Source: an optimization exercise on an open RTL-to-GDS flow (aim: small area). Production flows keep margins and buffers that such runs may drop.
Function was checked by simulation only, so behaviour that the tests miss may differ from the original.
Power figures rest on the tool's default switching activity, not on a simulated workload.

==> try-indigo: inputs <==
// hpm_event_counters
module hpm_event_counters
#(
  parameter int NUM_COUNTERS = 8,
  parameter int NUM_EVENTS   = 32,
  parameter int NUM_LANES    = 2,
  parameter int CNT_WIDTH    = 64
) (
  input  logic                            clk_i,
  input  logic                            rstn_i,
  input  logic [11:0]                     addr_i,
  input  logic                            we_i,
  input  logic [63:0]                     data_i,
  output logic [63:0]                     data_o,
  input  logic [NUM_EVENTS*NUM_LANES-1:0] events_i,
  output logic                            ovf_irq_o
);
==> module hpm_counter_slice, before the edit <==
module hpm_counter_slice (
  input  logic        clk_i,
  input  logic        live_i,
  input  logic [63:0] ev_i,
  input  logic        inh_d_i,
  input  logic        cnt_we_i,
  input  logic        evt_we_i,
  input  logic [63:0] wdata_i,
  input  logic [63:0] wdata_n_i,    
  output logic [63:0] st_o,         
  output logic [7:0]  sel_o,
  output logic        of_o
);
  localparam logic [63:0] INV = {32{2'b10}};
  logic [63:0] st_q, st_d, cnt_q;
  logic [7:0]  sel_q, sel_d;
  logic        of_q, of_d;
  logic [1:0]  ln_q, ln_d;
  logic [64:1] cc;           
  logic        c16, c32, c48, c64;
  logic        keep, nkeep, nwe;
  assign cnt_q = st_q ^ INV;
  assign sel_d = evt_we_i ? wdata_i[7:0] : (live_i ? sel_q : 8'd0);
  logic [3:0] dlo;
  logic [7:0] dhi;
  logic [7:0] g0, g1;
  for (genvar m = 0; m < 4; m++) begin : g_dlo
    assign dlo[m] = (sel_d[1:0] == 2'(m));
  end
  for (genvar j = 0; j < 8; j++) begin : g_grp
    assign dhi[j] = (sel_d[4:2] == 3'(j)) & (sel_d[7:5] == 3'd0) & ~inh_d_i;
    if (j == 0) begin : g_first
      assign g0[j] = |(dlo[3:1] & {ev_i[6], ev_i[4], ev_i[2]});
      assign g1[j] = |(dlo[3:1] & {ev_i[7], ev_i[5], ev_i[3]});
    end else begin : g_rest
      assign g0[j] = |(dlo & {ev_i[8*j+6], ev_i[8*j+4], ev_i[8*j+2], ev_i[8*j]});
      assign g1[j] = |(dlo & {ev_i[8*j+7], ev_i[8*j+5], ev_i[8*j+3], ev_i[8*j+1]});
    end
  end
  assign ln_d = {|(dhi & g1), |(dhi & g0)};
  assign keep  = live_i & ~cnt_we_i;
  assign nkeep = ~keep;
  assign nwe   = ~cnt_we_i;
  logic s0;
  assign s0      = cnt_q[0] ^ ln_q[0] ^ ln_q[1];
  assign st_d[0] = (cnt_we_i & wdata_i[0]) | (keep & s0);
  assign cc[1]   = ~((cnt_q[0] & ln_q[0]) | (cnt_q[0] & ln_q[1]) | (ln_q[0] & ln_q[1]));
  assign c16     = ~cc[1] & (&cnt_q[15:1]);
  assign c32     = c16 & (&cnt_q[31:16]);
  assign c48     = c32 & (&cnt_q[47:32]);
  for (genvar k = 1; k < 64; k++) begin : g_bit
    if (k % 2 == 1) begin : g_odd
      hpm_cbit_odd u_bit (
        .qn(st_q[k]), .nc(cc[k]), .we(cnt_we_i), .d(wdata_i[k]), .keep(keep),
        .d_o(st_d[k]), .co(cc[k+1]));
    end else begin : g_even
      hpm_cbit_even u_bit (
        .q(st_q[k]), .c(k == 16 ? c16 : k == 32 ? c32 : k == 48 ? c48 : cc[k]), .nwe(nwe), .nd(wdata_n_i[k]), .nkeep(nkeep),
        .d_o(st_d[k]), .nco(cc[k+1]));
    end
  end
  assign c64 = cc[64];
  assign of_d = evt_we_i ? wdata_i[63] : (live_i & (of_q | (c64 & ~cnt_we_i)));
  always_ff @(posedge clk_i) begin
    st_q  <= st_d;
    sel_q <= sel_d;
    of_q  <= of_d;
    ln_q  <= ln_d;
  end
  assign st_o  = st_q;
  assign sel_o = sel_q;
  assign of_o  = of_q;
endmodule
export LEC_CHECK = 0
export ABC_AREA = 1
export CAP_MARGIN = 5
export CORE_MARGIN = 2
export CORE_UTILIZATION = 35
export GPL_TIMING_DRIVEN = 0
export PLACE_DENSITY = 0.5
export SLEW_MARGIN = 5
create_clock -name core_clock -period 6.2 [get_ports {clk_i}]
standard.sh (not shown) runs the stock make flow with config.mk's settings and CLKGATE_MAP_FILE= SYNTH_SCRIPT=/design/flow/synth_recipe.tcl, a recipe that flattens the netlist after the stock synthesis.
==> flow/flow/run.sh <==
#!/bin/bash
# Own layout flow: the standard ORFS flow (standard.sh), with these changes.
#  1. Synthesis is the standard flow's synthesis script (synth_recipe.tcl, with ORFS's
#     synth.tcl) except that:
#     - Yosys's extract_fa step is skipped;
#     - the final ABC mapping uses flow/area.abc, an area-oriented script;
#     - the counter bit cells and read bit cells (modules hpm_cbit_even,
#       hpm_cbit_odd, hpm_rbit_even and hpm_rbit_odd, which hold no
#       registers) are kept as modules through synthesis and then replaced
#       by the hand-mapped netlists of the same functions in flow/cells.v,
#       before the design is flattened as synth_recipe.tcl does.
#     Registers are mapped before ABC and untouched by these steps, so their
#     names and cell types are those of the standard synthesis.
#  2. Port buffers are the smallest buffer cell (buffer_ports -buffer_cell).
#  3. Clock tree synthesis uses clkbuf_4, sink clusters of up to 12 (35 um across) and no
#     dummy loads.
# Every tool's output goes to a log file in the work folder (flow_make.log,
# and ORFS's own per-step logs under orfs/logs).
set -euo pipefail
WORK=$PWD
FD=$WORK/flow
export MY_ABC_SCRIPT=$FD/area.abc
CELL_MODS="hpm_cbit_even hpm_cbit_odd hpm_rbit_even hpm_rbit_odd"

# ORFS's synth.tcl with extract_fa skipped and the ABC script replaced.
python3 - "$FLOW_HOME/scripts/synth.tcl" "$WORK/my_synth.tcl" <<'PY'
import sys
s = open(sys.argv[1]).read()
for old, new in [
    ("  log_cmd abc {*}$abc_args\n",
     "  log_cmd abc -script $::env(MY_ABC_SCRIPT) {*}[lrange $abc_args 2 end]\n"),
    ("  extract_fa {*}[dont_use_extract_fa_args]\n", ""),
]:
    assert s.count(old) == 1, "synth.tcl: line not found: " + old
    s = s.replace(old, new)
open(sys.argv[2], "w").write(s)
PY
# The standard flow's synthesis wrapper, sourcing the modified synth.tcl and then
# swapping in the hand-mapped bit cells.
python3 - "$WORK/synth_recipe.tcl" "$WORK/my_synth_recipe.tcl" "$WORK/my_synth.tcl" "$FD/cells.v" "$CELL_MODS" <<'PY'
import sys
s = open(sys.argv[1]).read()
old = "source $::env(SCRIPTS_DIR)/synth.tcl\n"
assert s.count(old) == 1, "synth_recipe.tcl source line not found"
new = "source %s\n" % sys.argv[3]
for m in sys.argv[5].split():
    new += "delete %s\n" % m
new += "read_verilog %s\n" % sys.argv[4]
open(sys.argv[2], "w").write(s.replace(old, new))
PY

bash standard.sh SYNTH_SCRIPT="$WORK/my_synth_recipe.tcl" \
  SYNTH_KEEP_MODULES="$CELL_MODS" \
  BUFFER_PORTS_ARGS="-buffer_cell sky130_fd_sc_hd__buf_1" \
  CTS_ARGS="-sink_clustering_enable -repair_clock_nets -buf_list sky130_fd_sc_hd__clkbuf_4 -sink_clustering_size 12 -sink_clustering_max_diameter 35 -dont_use_dummy_load" \
  "${MY_TARGET:-finish}" > "$WORK/flow_make.log" 2>&1
[ -n "${MY_TARGET:-}" ] || test -f "$WORK/out/final.def"
Other scripts of this flow, unchanged in this note and not shown: flow/flow/area.abc, flow/flow/cells.v
==> try-tundra (differences from try-indigo) <==
--- a/flow/design.v
+++ b/flow/design.v
@@ -33,16 +33,31 @@
   assign u   = ~(qn | nc);                     
   assign s   = ~((qn & nc) | u);               
   assign d_o = ~((we & d) | (keep & s));       
   assign co  = u;
 endmodule
+module hpm_cctl (
+  input  logic we,       
+  input  logic match,    
+  input  logic live,
+  output logic we_o,     
+  output logic nwe_o,
+  output logic keep_o,   
+  output logic nkeep_o
+);
+  assign nwe_o   = ~(we & match);
+  assign we_o    = ~nwe_o;
+  assign nkeep_o = ~(live & nwe_o);
+  assign keep_o  = ~nkeep_o;
+endmodule
 module hpm_counter_slice (
   input  logic        clk_i,
   input  logic        live_i,
   input  logic [63:0] ev_i,
   input  logic        inh_d_i,
-  input  logic        cnt_we_i,
+  input  logic        we_i,         
+  input  logic        cnt_match_i,  
   input  logic        evt_we_i,
   input  logic [63:0] wdata_i,
   input  logic [63:0] wdata_n_i,    
   output logic [63:0] st_o,         
   output logic [7:0]  sel_o,
@@ -53,11 +68,12 @@
   logic [7:0]  sel_q, sel_d;
   logic        of_q, of_d;
   logic [1:0]  ln_q, ln_d;
   logic [64:1] cc;           
   logic        c16, c32, c48, c64;
-  logic        keep, nkeep, nwe;
+  logic        cnt_we_i, keep;
+  logic [1:0]  h_we, h_nwe, h_keep, h_nkeep;
   assign cnt_q = st_q ^ INV;
   assign sel_d = evt_we_i ? wdata_i[7:0] : (live_i ? sel_q : 8'd0);
   logic [3:0] dlo;
   logic [7:0] dhi;
   logic [7:0] g0, g1;
@@ -73,28 +89,32 @@
       assign g0[j] = |(dlo & {ev_i[8*j+6], ev_i[8*j+4], ev_i[8*j+2], ev_i[8*j]});
       assign g1[j] = |(dlo & {ev_i[8*j+7], ev_i[8*j+5], ev_i[8*j+3], ev_i[8*j+1]});
     end
   end
   assign ln_d = {|(dhi & g1), |(dhi & g0)};
-  assign keep  = live_i & ~cnt_we_i;
-  assign nkeep = ~keep;
-  assign nwe   = ~cnt_we_i;
+  assign cnt_we_i = we_i & cnt_match_i;
+  assign keep     = live_i & ~cnt_we_i;
+  for (genvar h = 0; h < 2; h++) begin : g_half
+    hpm_cctl u_ctl (
+      .we(we_i), .match(cnt_match_i), .live(live_i),
+      .we_o(h_we[h]), .nwe_o(h_nwe[h]), .keep_o(h_keep[h]), .nkeep_o(h_nkeep[h]));
+  end
   logic s0;
   assign s0      = cnt_q[0] ^ ln_q[0] ^ ln_q[1];
   assign st_d[0] = (cnt_we_i & wdata_i[0]) | (keep & s0);
   assign cc[1]   = ~((cnt_q[0] & ln_q[0]) | (cnt_q[0] & ln_q[1]) | (ln_q[0] & ln_q[1]));
   assign c16     = ~cc[1] & (&cnt_q[15:1]);
   assign c32     = c16 & (&cnt_q[31:16]);
   assign c48     = c32 & (&cnt_q[47:32]);
   for (genvar k = 1; k < 64; k++) begin : g_bit
     if (k % 2 == 1) begin : g_odd
       hpm_cbit_odd u_bit (
-        .qn(st_q[k]), .nc(cc[k]), .we(cnt_we_i), .d(wdata_i[k]), .keep(keep),
+        .qn(st_q[k]), .nc(cc[k]), .we(h_we[k/32]), .d(wdata_i[k]), .keep(h_keep[k/32]),
         .d_o(st_d[k]), .co(cc[k+1]));
     end else begin : g_even
       hpm_cbit_even u_bit (
-        .q(st_q[k]), .c(k == 16 ? c16 : k == 32 ? c32 : k == 48 ? c48 : cc[k]), .nwe(nwe), .nd(wdata_n_i[k]), .nkeep(nkeep),
+        .q(st_q[k]), .c(k == 16 ? c16 : k == 32 ? c32 : k == 48 ? c48 : cc[k]), .nwe(h_nwe[k/32]), .nd(wdata_n_i[k]), .nkeep(h_nkeep[k/32]),
         .d_o(st_d[k]), .nco(cc[k+1]));
     end
   end
   assign c64 = cc[64];
   assign of_d = evt_we_i ? wdata_i[63] : (live_i & (of_q | (c64 & ~cnt_we_i)));
@@ -124,22 +144,22 @@
   input  logic [NUM_EVENTS*NUM_LANES-1:0] events_i,
   output logic                            ovf_irq_o
 );
   logic       live_q;
   logic [7:0] inh_q, inh_d;
-  logic [7:0] cnt_we, evt_we, rd_cnt, rd_evt, of;
+  logic [7:0] cnt_match, evt_we, rd_cnt, rd_evt, of;
   logic       inh_we, rd_inh;
   logic [63:0] st [8];
   logic [7:0]  sel [8];
   always_ff @(posedge clk_i or negedge rstn_i) begin
     if (!rstn_i) live_q <= 1'b0;
     else         live_q <= 1'b1;
   end
   always_ff @(posedge clk_i) inh_q <= inh_d;
   always_comb begin
     for (int i = 0; i < 8; i++) begin
-      cnt_we[i] = we_i & (addr_i == drac_pkg::HPM_COUNTER_BASE + 12'(i));
+      cnt_match[i] = (addr_i == drac_pkg::HPM_COUNTER_BASE + 12'(i));
       evt_we[i] = we_i & (addr_i == drac_pkg::HPM_EVENT_BASE + 12'(i));
       rd_cnt[i] = live_q & ((addr_i == drac_pkg::HPM_COUNTER_BASE + 12'(i)) |
                             (addr_i == drac_pkg::HPM_COUNTER_RO_BASE + 12'(i)));
       rd_evt[i] = live_q & (addr_i == drac_pkg::HPM_EVENT_BASE + 12'(i));
     end
@@ -175,11 +195,12 @@
     hpm_counter_slice u_slice (
       .clk_i   (clk_i),
       .live_i  (live_q),
       .ev_i    (events_i),
       .inh_d_i (inh_d[g]),
-      .cnt_we_i(cnt_we[g]),
+      .we_i    (we_i),
+      .cnt_match_i(cnt_match[g]),
       .evt_we_i(evt_we[g]),
       .wdata_i (data_i),
       .wdata_n_i(~data_i),
       .st_o    (st[g]),
       .sel_o   (sel[g]),
--- a/flow/flow/run.sh
+++ b/flow/flow/run.sh
@@ -6,23 +6,27 @@
 #     - the final ABC mapping uses flow/area.abc, an area-oriented script;
 #     - the counter bit cells and read bit cells (modules hpm_cbit_even,
 #       hpm_cbit_odd, hpm_rbit_even and hpm_rbit_odd, which hold no
 #       registers) are kept as modules through synthesis and then replaced
 #       by the hand-mapped netlists of the same functions in flow/cells.v,
-#       before the design is flattened as synth_recipe.tcl does.
+#       before the design is flattened as synth_recipe.tcl does;
+#     - module hpm_cctl (two copies of each counter's write controls, one per
+#       half of its bit cells) is also kept through ABC, so that ABC does not
+#       merge the two copies back into one.
 #     Registers are mapped before ABC and untouched by these steps, so their
 #     names and cell types are those of the standard synthesis.
 #  2. Port buffers are the smallest buffer cell (buffer_ports -buffer_cell).
-#  3. Clock tree synthesis uses clkbuf_4, sink clusters of up to 12 (35 um across) and no
+#  3. Clock tree synthesis uses clkbuf_4, sink clusters of up to 10 (40 um across) and no
 #     dummy loads.
 # Every tool's output goes to a log file in the work folder (flow_make.log,
 # and ORFS's own per-step logs under orfs/logs).
 set -euo pipefail
 WORK=$PWD
 FD=$WORK/flow
 export MY_ABC_SCRIPT=$FD/area.abc
 CELL_MODS="hpm_cbit_even hpm_cbit_odd hpm_rbit_even hpm_rbit_odd"
+KEEP_MODS="$CELL_MODS hpm_cctl"
 
 # ORFS's synth.tcl with extract_fa skipped and the ABC script replaced.
 python3 - "$FLOW_HOME/scripts/synth.tcl" "$WORK/my_synth.tcl" <<'PY'
 import sys
 s = open(sys.argv[1]).read()
@@ -48,10 +52,10 @@
 new += "read_verilog %s\n" % sys.argv[4]
 open(sys.argv[2], "w").write(s.replace(old, new))
 PY
 
 bash standard.sh SYNTH_SCRIPT="$WORK/my_synth_recipe.tcl" \
-  SYNTH_KEEP_MODULES="$CELL_MODS" \
+  SYNTH_KEEP_MODULES="$KEEP_MODS" \
   BUFFER_PORTS_ARGS="-buffer_cell sky130_fd_sc_hd__buf_1" \
-  CTS_ARGS="-sink_clustering_enable -repair_clock_nets -buf_list sky130_fd_sc_hd__clkbuf_4 -sink_clustering_size 12 -sink_clustering_max_diameter 35 -dont_use_dummy_load" \
+  CTS_ARGS="-sink_clustering_enable -repair_clock_nets -buf_list sky130_fd_sc_hd__clkbuf_4 -sink_clustering_size 10 -sink_clustering_max_diameter 40 -dont_use_dummy_load" \
   "${MY_TARGET:-finish}" > "$WORK/flow_make.log" 2>&1
 [ -n "${MY_TARGET:-}" ] || test -f "$WORK/out/final.def"
--- a/flow/config.mk
+++ b/flow/config.mk
@@ -4,11 +4,12 @@
 export VERILOG_FILES = /design/flow/design.v
 export SDC_FILE = /design/flow/constraint.sdc
 export NUM_CORES = 4
 export LEC_CHECK = 0
 export ABC_AREA = 1
-export CAP_MARGIN = 5
+export CAP_MARGIN = 10
 export CORE_MARGIN = 2
 export CORE_UTILIZATION = 35
 export GPL_TIMING_DRIVEN = 0
 export PLACE_DENSITY = 0.5
+export SETUP_SLACK_MARGIN = 0.3
 export SLEW_MARGIN = 5
==> try-violet (differences from try-indigo) <==
--- a/flow/design.v
+++ b/flow/design.v
@@ -52,11 +52,11 @@
   logic [63:0] st_q, st_d, cnt_q;
   logic [7:0]  sel_q, sel_d;
   logic        of_q, of_d;
   logic [1:0]  ln_q, ln_d;
   logic [64:1] cc;           
-  logic        c16, c32, c48, c64;
+  logic        c32, c64;
   logic        keep, nkeep, nwe;
   assign cnt_q = st_q ^ INV;
   assign sel_d = evt_we_i ? wdata_i[7:0] : (live_i ? sel_q : 8'd0);
   logic [3:0] dlo;
   logic [7:0] dhi;
@@ -80,21 +80,19 @@
   assign nwe   = ~cnt_we_i;
   logic s0;
   assign s0      = cnt_q[0] ^ ln_q[0] ^ ln_q[1];
   assign st_d[0] = (cnt_we_i & wdata_i[0]) | (keep & s0);
   assign cc[1]   = ~((cnt_q[0] & ln_q[0]) | (cnt_q[0] & ln_q[1]) | (ln_q[0] & ln_q[1]));
-  assign c16     = ~cc[1] & (&cnt_q[15:1]);
-  assign c32     = c16 & (&cnt_q[31:16]);
-  assign c48     = c32 & (&cnt_q[47:32]);
+  assign c32     = ~cc[1] & (&cnt_q[31:1]);
   for (genvar k = 1; k < 64; k++) begin : g_bit
     if (k % 2 == 1) begin : g_odd
       hpm_cbit_odd u_bit (
         .qn(st_q[k]), .nc(cc[k]), .we(cnt_we_i), .d(wdata_i[k]), .keep(keep),
         .d_o(st_d[k]), .co(cc[k+1]));
     end else begin : g_even
       hpm_cbit_even u_bit (
-        .q(st_q[k]), .c(k == 16 ? c16 : k == 32 ? c32 : k == 48 ? c48 : cc[k]), .nwe(nwe), .nd(wdata_n_i[k]), .nkeep(nkeep),
+        .q(st_q[k]), .c(k == 32 ? c32 : cc[k]), .nwe(nwe), .nd(wdata_n_i[k]), .nkeep(nkeep),
         .d_o(st_d[k]), .nco(cc[k+1]));
     end
   end
   assign c64 = cc[64];
   assign of_d = evt_we_i ? wdata_i[63] : (live_i & (of_q | (c64 & ~cnt_we_i)));
--- a/flow/flow/run.sh
+++ b/flow/flow/run.sh
@@ -10,11 +10,11 @@
 #       by the hand-mapped netlists of the same functions in flow/cells.v,
 #       before the design is flattened as synth_recipe.tcl does.
 #     Registers are mapped before ABC and untouched by these steps, so their
 #     names and cell types are those of the standard synthesis.
 #  2. Port buffers are the smallest buffer cell (buffer_ports -buffer_cell).
-#  3. Clock tree synthesis uses clkbuf_4, sink clusters of up to 12 (35 um across) and no
+#  3. Clock tree synthesis uses clkbuf_16, sink clusters of up to 24 (60 um across) and no
 #     dummy loads.
 # Every tool's output goes to a log file in the work folder (flow_make.log,
 # and ORFS's own per-step logs under orfs/logs).
 set -euo pipefail
 WORK=$PWD
@@ -50,8 +50,8 @@
 PY
 
 bash standard.sh SYNTH_SCRIPT="$WORK/my_synth_recipe.tcl" \
   SYNTH_KEEP_MODULES="$CELL_MODS" \
   BUFFER_PORTS_ARGS="-buffer_cell sky130_fd_sc_hd__buf_1" \
-  CTS_ARGS="-sink_clustering_enable -repair_clock_nets -buf_list sky130_fd_sc_hd__clkbuf_4 -sink_clustering_size 12 -sink_clustering_max_diameter 35 -dont_use_dummy_load" \
+  CTS_ARGS="-sink_clustering_enable -repair_clock_nets -buf_list sky130_fd_sc_hd__clkbuf_16 -sink_clustering_size 24 -sink_clustering_max_diameter 60 -dont_use_dummy_load" \
   "${MY_TARGET:-finish}" > "$WORK/flow_make.log" 2>&1
 [ -n "${MY_TARGET:-}" ] || test -f "$WORK/out/final.def"
==> flow/config.mk (replaced) <==
export PLATFORM = sky130hd
export DESIGN_NAME = hpm_event_counters
export DESIGN_NICKNAME = hpm_event_counters
export VERILOG_FILES = /design/flow/design.v
export SDC_FILE = /design/flow/constraint.sdc
export NUM_CORES = 4
export LEC_CHECK = 0
export ABC_AREA = 1
export CAP_MARGIN = 20
export CORE_MARGIN = 2
export CORE_UTILIZATION = 40
export SLEW_MARGIN = 20
==> results.txt <==
item	try-tundra	try-violet	try-indigo
Proportion of power drawn by the clock network	0.340	0.392	0.363
Pleak	9.83 nW	11.2 nW	10.1 nW
Final core utilization	0.393	0.489	0.400
Number of global-route vias before repair	29.1k	30.1k	30.4k
Number of nets in the final layout	4,005	4,070	3,966
Mean instance size in the synthesized netlist	8.14 sq um	8.26 sq um	8.23 sq um
Max incr delay on CP	0.70 ns	0.58 ns	0.57 ns
Worst reg2reg path endpoint	g_slice[2].u_slice.of_q	g_slice[3].u_slice.of_q	g_slice[1].u_slice.st_q[63]
Register cell area after layout	12,200 sq um	12,200 sq um	12,200 sq um
RSZ-0062 raised after global routing	yes	yes	no
Transition at the pin with the smallest max-transition slack	1.32 ns	1.26 ns	1.29 ns
Combinational group power	0.382 mW	0.380 mW	0.389 mW
Outcome	timing/DRC/antenna clean	timing/DRC/antenna clean	timing/DRC/antenna clean
Relative max-transition margin	0.119	0.155	0.140
Largest net degree at the start of global routing	46	34	33
Routed length on met3	13,200 um	17,400 um	11,500 um
Post-detailed-placement half-perimeter wirelength	97,000 um	90,900 um	94,000 um
Die Y	291 um	269 um	289 um
Routed via count	32.4k	33.3k	31.9k
Post-layout minimum cycle time	5.80 ns	5.88 ns	5.88 ns
Layout cell share with drive strength beyond 1	0.0386	0.150	0.0544

[re-timing with driven ports]
The flow's constraints put no driver on any port. The routed layouts listed below were extracted and timed again, unchanged, in two steps. Step 1: set_driving_cell puts a clkbuf_16 on clk_i and a buf_2 on each other input, an assumption about the parent block. Step 2 also shifts input and output timing later by t, the mid clock arrival at the registers, as if the neighbouring blocks saw the same clock. a / b / c = no drivers / after step 1 / after step 2; a / b = the first two.
| run | t (ns) | slack for setup (ns) | slew at the worst register clock pin (ns) |
|---|---|---|---|
| try-indigo | 1.012 | 0.319 / 0.291 / 0.299 | 0.11 / 0.11 |
| try-tundra | 0.942 | 0.401 / 0.338 / -0.276 | 0.12 / 0.12 |
| try-violet | 0.659 | 0.317 / 0.259 / 0.259 | 0.10 / 0.10 |
Met with ideal ports but missed after step 2: setup timing in try-tundra. The setup slack of try-tundra, which loses most, moves by -0.063 ns with the drivers and by -0.677 ns with both steps.
